What follows belongs to an exercise in optimizing a design on an open flow for small area, a short achievable clock period and few clock cycles per item; a production flow would make more cautious choices.
Function was checked by simulation only, so behaviour that the tests miss may differ from the original.
Power is estimated from default activity; no workload was simulated.

### flow/constraint.sdc
create_clock -name core_clock -period 5.0 [get_ports {clk}]
set_input_delay 1.0000 -clock core_clock [delete_from_list [all_inputs] [get_ports {clk}]]
set_output_delay 1.0000 -clock core_clock [all_outputs]
set_load 0.01 [all_outputs]
### flow/design.v
module lkst_top
(
    input  logic        clk,
    input  logic        rst_n,
    input  logic        in_valid,
    output logic        in_ready,
    input  logic        in_action,
    input  logic [31:0] in_now_tick,
    input  logic [7:0]  in_protocol,
    input  logic [31:0] in_sensor_id,
    input  logic [7:0]  in_channel,
    input  logic [15:0] in_temperature,
    input  logic [7:0]  in_humidity,
    input  logic [1:0]  in_battery,
    input  logic [2:0]  in_read_slot,
    output logic        out_valid,
    input  logic        out_ready,
    output logic [2:0]  out_slot_index,
    output logic        out_key_hit,
    output logic        out_evicted,
    output logic [3:0]  out_fill_count,
    output logic        out_slot_valid,
    output logic [7:0]  out_protocol,
    output logic [31:0] out_sensor_id,
    output logic [7:0]  out_channel,
    output logic [15:0] out_temperature,
    output logic [7:0]  out_humidity,
    output logic [1:0]  out_battery,
    output logic [31:0] out_age_ticks
);
    localparam int N = 8;
    logic [N-1:0]  r_valid;
    logic [N-1:0][47:0] r_key;
    logic [N-1:0][25:0] r_pay;
    logic [N-1:0][31:0] r_seen;
    logic [N-1:0][N-1:0] r_old;
    logic [3:0]    r_count;
    logic          r_ovld;
    logic [2:0]    r_oslot;
    logic          r_ohit;
    logic          r_oevict;
    logic          r_osv;
    logic [31:0]   r_oage;
    logic [47:0]   key;
    logic [25:0]   pay;
    logic          accept;
    logic          up;
    logic [N-1:0]  eq;
    logic [N-1:0]  hit_oh;
    logic [N-1:0]  free_oh;
    logic [N-1:0]  lru_oh;
    logic [N-1:0]  slot_oh;
    logic [2:0]    slot;
    logic          hit;
    logic          full;
    logic [N-1:0]  wen;
    logic [N-1:0]  t_lt;    
    logic [N-1:0]  t_gt;    
    logic [31:0]   rd_seen;
    logic          rd_valid;
    assign key    = {in_protocol, in_sensor_id, in_channel};
    assign pay    = {in_temperature, in_humidity, in_battery};
    assign in_ready = !r_ovld || out_ready;
    assign accept = in_valid && in_ready;
    assign up     = accept && !in_action;
    always_comb begin
        for (int j = 0; j < N; j++) begin
            eq[j] = r_valid[j] && (r_key[j] == key);
        end
    end
    function automatic logic [N-1:0] first1(logic [N-1:0] v);
        logic         seen;
        first1 = '0;
        seen   = 1'b0;
        for (int i = 0; i < N; i++) begin
            first1[i] = v[i] && !seen;
            seen      = seen || v[i];
        end
    endfunction
    assign hit     = |eq;
    assign full    = &r_valid;
    assign hit_oh  = first1(eq);
    assign free_oh = first1(~r_valid);
    always_comb begin : lru_chain
        logic [N-1:0] p;
        logic         take;
        p = '0;
        p[0] = 1'b1;
        for (int i = 1; i < N; i++) begin
            take = |(p & r_old[i]);
            if (take) begin
                p = '0;
                p[i] = 1'b1;
            end
        end
        lru_oh = p;
    end
    assign slot_oh = hit ? hit_oh : (!full ? free_oh : lru_oh);
    assign wen     = up ? slot_oh : '0;
    always_comb begin
        slot = '0;
        for (int i = 0; i < N; i++) begin
            if (slot_oh[i]) slot = slot | 3'(i);
        end
    end
    always_comb begin : tick_cmp
        logic [31:0] d1;
        logic [31:0] d2;
        for (int j = 0; j < N; j++) begin
            d1 = in_now_tick - r_seen[j];
            d2 = r_seen[j] - in_now_tick;
            t_lt[j] = d1[31];
            t_gt[j] = d2[31];
        end
    end
    assign rd_seen  = r_seen[in_read_slot];
    assign rd_valid = r_valid[in_read_slot];
    always_ff @(posedge clk) begin
        for (int j = 0; j < N; j++) begin
            if (wen[j]) begin
                r_key[j]  <= key;
                r_pay[j]  <= pay;
                r_seen[j] <= in_now_tick;
            end
        end
        for (int i = 1; i < N; i++) begin
            for (int j = 0; j < i; j++) begin
                if (wen[i]) begin
                    r_old[i][j] <= t_lt[j];
                end else if (wen[j]) begin
                    r_old[i][j] <= t_gt[i];
                end
            end
        end
        if (accept) begin
            r_oslot  <= in_action ? in_read_slot : slot;
            r_ohit   <= !in_action && hit;
            r_oevict <= !in_action && !hit && full;
            r_osv    <= !in_action || rd_valid;
            r_oage   <= (in_action && rd_valid) ? in_now_tick - rd_seen : '0;
        end
    end
    always_ff @(posedge clk) begin
        if (!rst_n) begin
            r_valid <= '0;
            r_count <= '0;
            r_ovld  <= 1'b0;
        end else begin
            r_valid <= r_valid | wen;
            if (up && !hit && !full) begin
                r_count <= r_count + 4'd1;
            end
            if (accept) begin
                r_ovld <= 1'b1;
            end else if (out_ready) begin
                r_ovld <= 1'b0;
            end
        end
    end
    assign out_valid      = r_ovld;
    assign out_slot_index = r_oslot;
    assign out_key_hit    = r_ohit;
    assign out_evicted    = r_oevict;
    assign out_fill_count = r_count;
    assign out_slot_valid = r_osv;
    assign {out_protocol, out_sensor_id, out_channel} = r_osv ? r_key[r_oslot] : '0;
    assign {out_temperature, out_humidity, out_battery} = r_osv ? r_pay[r_oslot] : '0;
    assign out_age_ticks  = r_oage;
endmodule
### flow/config.mk
export PLATFORM = sky130hd
export DESIGN_NAME = lkst_top
export DESIGN_NICKNAME = lkst_top
export VERILOG_FILES = /design/flow/design.v
export SDC_FILE = /design/flow/constraint.sdc
export NUM_CORES = 4
export LEC_CHECK = 0
export CAP_MARGIN = 20
export CORE_MARGIN = 2
export CORE_UTILIZATION = 45
export SLEW_MARGIN = 20
### flow/run.sh
#!/bin/bash
# synth_recipe.tcl (not shown) runs the flow's synth.tcl, then flattens the netlist and writes it again
# the make line also repeats each setting of config.mk as NAME=value (left out here)
make -C /OpenROAD-flow-scripts/flow DESIGN_CONFIG=/design/flow/config.mk WORK_HOME=/design/flow/orfs CLKGATE_MAP_FILE= SYNTH_SCRIPT=/design/flow/synth_recipe.tcl finish
==> impl_metrics.tcl <==
set metrics [dict create \
    drc 0 \
    rsz0062_at_grt "false" \
    drv_slew 0 \
    insertion_delay_ns 0.73 \
    outcome "finished clean" \
    slew_headroom 0.337 \
    skew_ns 0.0578 \
    fin_crit_sh 0.892 \
    endpoint_kind "primary output" \
    grt_max_degree 67 \
    first_pass_iters 7 \
    worst_r2r_endpoint "r_oage[30]$_SDFFCE_PN0P_" \
    dr_total_vias 34000 \
    setup_violations 0 \
    coreArea_mm2 0.114 \
    grt_pass1_vias 33100 \
    hold_buffers 0 \
    hold_class "flip-flop to flip-flop" \
    die_w_um 343 \
    ff2ff_path_depth 14 \
    cts_buffers 103 \
    cap_violations 0 \
    dpl.cell_count 5650 \
    postSynthAreaPerCell_um2 14.0 \
    via_per_inst 5.82 \
    post_cts_resized 0 \
    ir_drop_mv 0.335 \
    ios 232 \
    pre_cts_slack_ns 0.00603 \
    synthFlopType "edfxtp_1" \
    fin_crit_ns 4.46 \
    clk_path_buf_depth 3 \
    wl_um 164000 \
    finalWeightedCongestion 1.02 \
    die_y_um 343 \
    wl_per_cell_um 28.0 \
    crit_chain "buf_12 -> buf_4 -> mux4_2 -> mux2i_1 -> nor2b_1 -> clkdlybuf4s50_1" \
    yosys.area.top_type "edfxtp_1" \
    row_count 124 \
    nNetsFinal 4810 \
    cp.arrival_ns 3.46 \
    reg2reg_slack_ns 0.84 \
    synthCells 3707 \
    setup_slack_ns 0.540 \
    synth_cell_types 85 \
    grt_use_total 0.277 \
    drtAntennaViolNets 0 \
    power_w 0.0190 \
    numPortBuffers 231 \
    hold_violations 0 \
    post-cts-setup-buffers 0 \
    synthTopCellsByCount "914 x edfxtp_1, 452 x ha_1, 308 x inv_1" \
    place_area_mm2 0.0585 \
    synth_warnings 22 \
    clkSinkCount 927 \
    slowest_stage "mux4_2" \
    synth.area.top_cells "edfxtp_1 53%, ha_1 11%, mux4_2 9.3%" \
    seq_area_frac_synth 0.536 \
    layoutNonFillerInstCount 5844 \
    gr-total-overflow 0 \
    start_kind "flip-flop" \
    drive_above_1_share 0.171 \
    syn-cell-area_mm2 0.0517 \
    synth_most_common_cell "edfxtp_1" \
    drtIter0Drc 4248 \
    power.density_mw_per_mm2 306 \
    nFillCells 9599 \
    fmax_ghz 0.224 \
    ys_seq_elements 927 \
    cp.required_ns 4.00 \
    synth.net_count 4274 \
    synth_top_area_share 0.531 \
    dp_hpwl_um 122000 \
    synth_edf_count 914 \
    htree_levels 3 \
    grt_pass1_wl_um 235000 \
    leakage_nw 23.9 \
    worstSetupEndpoint "out_temperature[11]" \
    stdcell_area_mm2 0.0620 \
    root_buffer "clkbuf_16" \
    holdWs_ns 0.557 \
    cts_tree "built" \
    fp.dieArea_mm2 0.118 \
    ys_async_sr_fraction 0 \
    synthToLayoutAreaGrowth_pct 19.9 \
    worst_pin_slew_ns 0.985 \
    worstReg2RegStart "r_seen[192]$_DFFE_PP_" \
    crit_path_max_fanout 30 \
    crit_start "r_oslot[0]$_DFFE_PP_" \
    start_util 0.453 \
    antenna_found_initial 11 \
    path_class "flip-flop to primary output" \
    path_clk_slew_ns 0.06 \
    critical_path.max_stage_delay_ns 0.56 \
]
layout make-up:
cell class,count,area [um^2],area share
Clock buffer,118,2640,0.0426
Clock inverter,74,892,0.0144
Antenna cell,2,5.00,0.0000807
Sequential cell,927,27700,0.447
Multi-Input combinational cell,2339,22300,0.359
Tap cell,1512,1890,0.0305
Inverter,310,1190,0.0192
Timing Repair Buffer,562,5410,0.0872
layer usage:
layer | part of all wire | track usage | up-vias
met5 | 0.00048 | 0 | -
li1 | - | - | 15200
met4 | 0.025 | 0.0717 | 12
met2 | 0.44 | 0.413 | 1469
met1 | 0.44 | 0.411 | 17200
met3 | 0.093 | 0.0593 | 207
report_power, final:
part / leakage (nW) / switching (W) / internal, W
Clock: 1.70 / 0.00333 / 0.00460
Combinational: 13.8 / 0.00134 / 0.00104
Sequential: 8.40 / 0.0000630 / 0.00863
registers in the layout (all words and copies together) (netlist names):
| register | flops |
|---|---|
| r_key | 384 |
| r_seen | 256 |
| r_pay | 208 |
| r_oage | 32 |
| r_old | 28 |
| r_valid | 8 |
| r_count | 4 |
| r_oslot | 3 |
| r_oevict | 1 |
| r_ohit | 1 |
| r_osv | 1 |
| r_ovld | 1 |
cells by family (layout without fill, tap and decap cells):
| family | after synthesis | after routing | synth area share |
|---|---|---|---|
| AO/OA/AOI/OAI | 547 | 547 | 0.0710 |
| XOR/XNOR | 382 | 382 | 0.0647 |
| adder cells (fa/ha/maj) | 453 | 453 | 0.110 |
| buffers and inverters | 441 | 1064 | 0.0340 |
| flip-flops | 927 | 927 | 0.536 |
| multiplexers | 364 | 364 | 0.122 |
| other | 0 | 2 | 0 |
| AND/OR/NAND/NOR | 593 | 593 | 0.0626 |
layout by cell type, fill, tap and decap left out, drive strengths merged, types with 26 or more instances in the layout:
cell type,instances
nand4,90
ha,452
nor2b,86
mux2i,148
xor2,155
o21ai,87
inv,305
nand3,34
nand2b,37
nor2,80
nor4,55
nand2,99
a21oi,132
xnor2,227
clkdlybuf4s50,228
clkinv,51
nor3,40
a21o,131
edfxtp,914
buf,334
a211oi,28
mux4,214
clkbuf,118
o21a,26
worst min-delay path by stage:
stage	startpoint	slack, ns	depth (start not counted)	end
final	r_ovld$_SDFFE_PN0P_	0.56	2	r_ovld$_SDFFE_PN0P_
after global routing	r_ovld$_SDFFE_PN0P_	0.61	2	r_ovld$_SDFFE_PN0P_
after floorplan	r_valid[3]$_SDFF_PN0_	0.47	2	r_valid[3]$_SDFF_PN0_
after detailed placement	r_ovld$_SDFFE_PN0P_	0.56	2	r_ovld$_SDFFE_PN0P_
after global placement	r_ovld$_SDFFE_PN0P_	0.53	2	r_ovld$_SDFFE_PN0P_
after CTS	r_ovld$_SDFFE_PN0P_	0.57	2	r_ovld$_SDFFE_PN0P_
stage by stage:
step,util,setup TNS (ns)
floorplan,-,0
global placement,0.512,-0.501
detailed placement,0.512,0
CTS,0.543,0
global route,0.543,0
finish,0.543,0
critical path, delay by kind of cell (launching register included):
kind	cells	cell delay, ns
buffers and inverters	3	1.27
flip-flops	1	0.38
multiplexers	2	0.91
AND/OR/NAND/NOR	1	0.09
Testbench counts, summed over its fixed seeds: cycles 4,808, items 4,800.

-- re-timing with driven ports --
No port has a modelled driver above. Below, the same layout with a new extraction and two added sets of constraints.
Step 1 (the two cells are an assumption about what drives the block):
set clk [get_ports {clk}]
set_driving_cell -lib_cell sky130_fd_sc_hd__clkbuf_16 $clk
set_driving_cell -lib_cell sky130_fd_sc_hd__buf_2 [delete_from_list [all_inputs] $clk]
Step 2, shift: input delay + t, output delay - t, t = (earliest + latest rising clock arrival at the registers) / 2. This alone moves slack from input paths to output paths.
Three values: ideal ports, drivers, drivers and shift; two values: the first two.
t, ns: 0.771
slack for setup (ns): 0.540 / 0.470 / -0.139
worst hold slack (ns): 0.557 / 0.557 / 0.557
worst setup path at the end: input to register
With both steps, setup timing fails in this run, where it was met with ideal ports. The setup slack of this run moves by -0.070 ns with the drivers and by -0.679 ns with both steps.
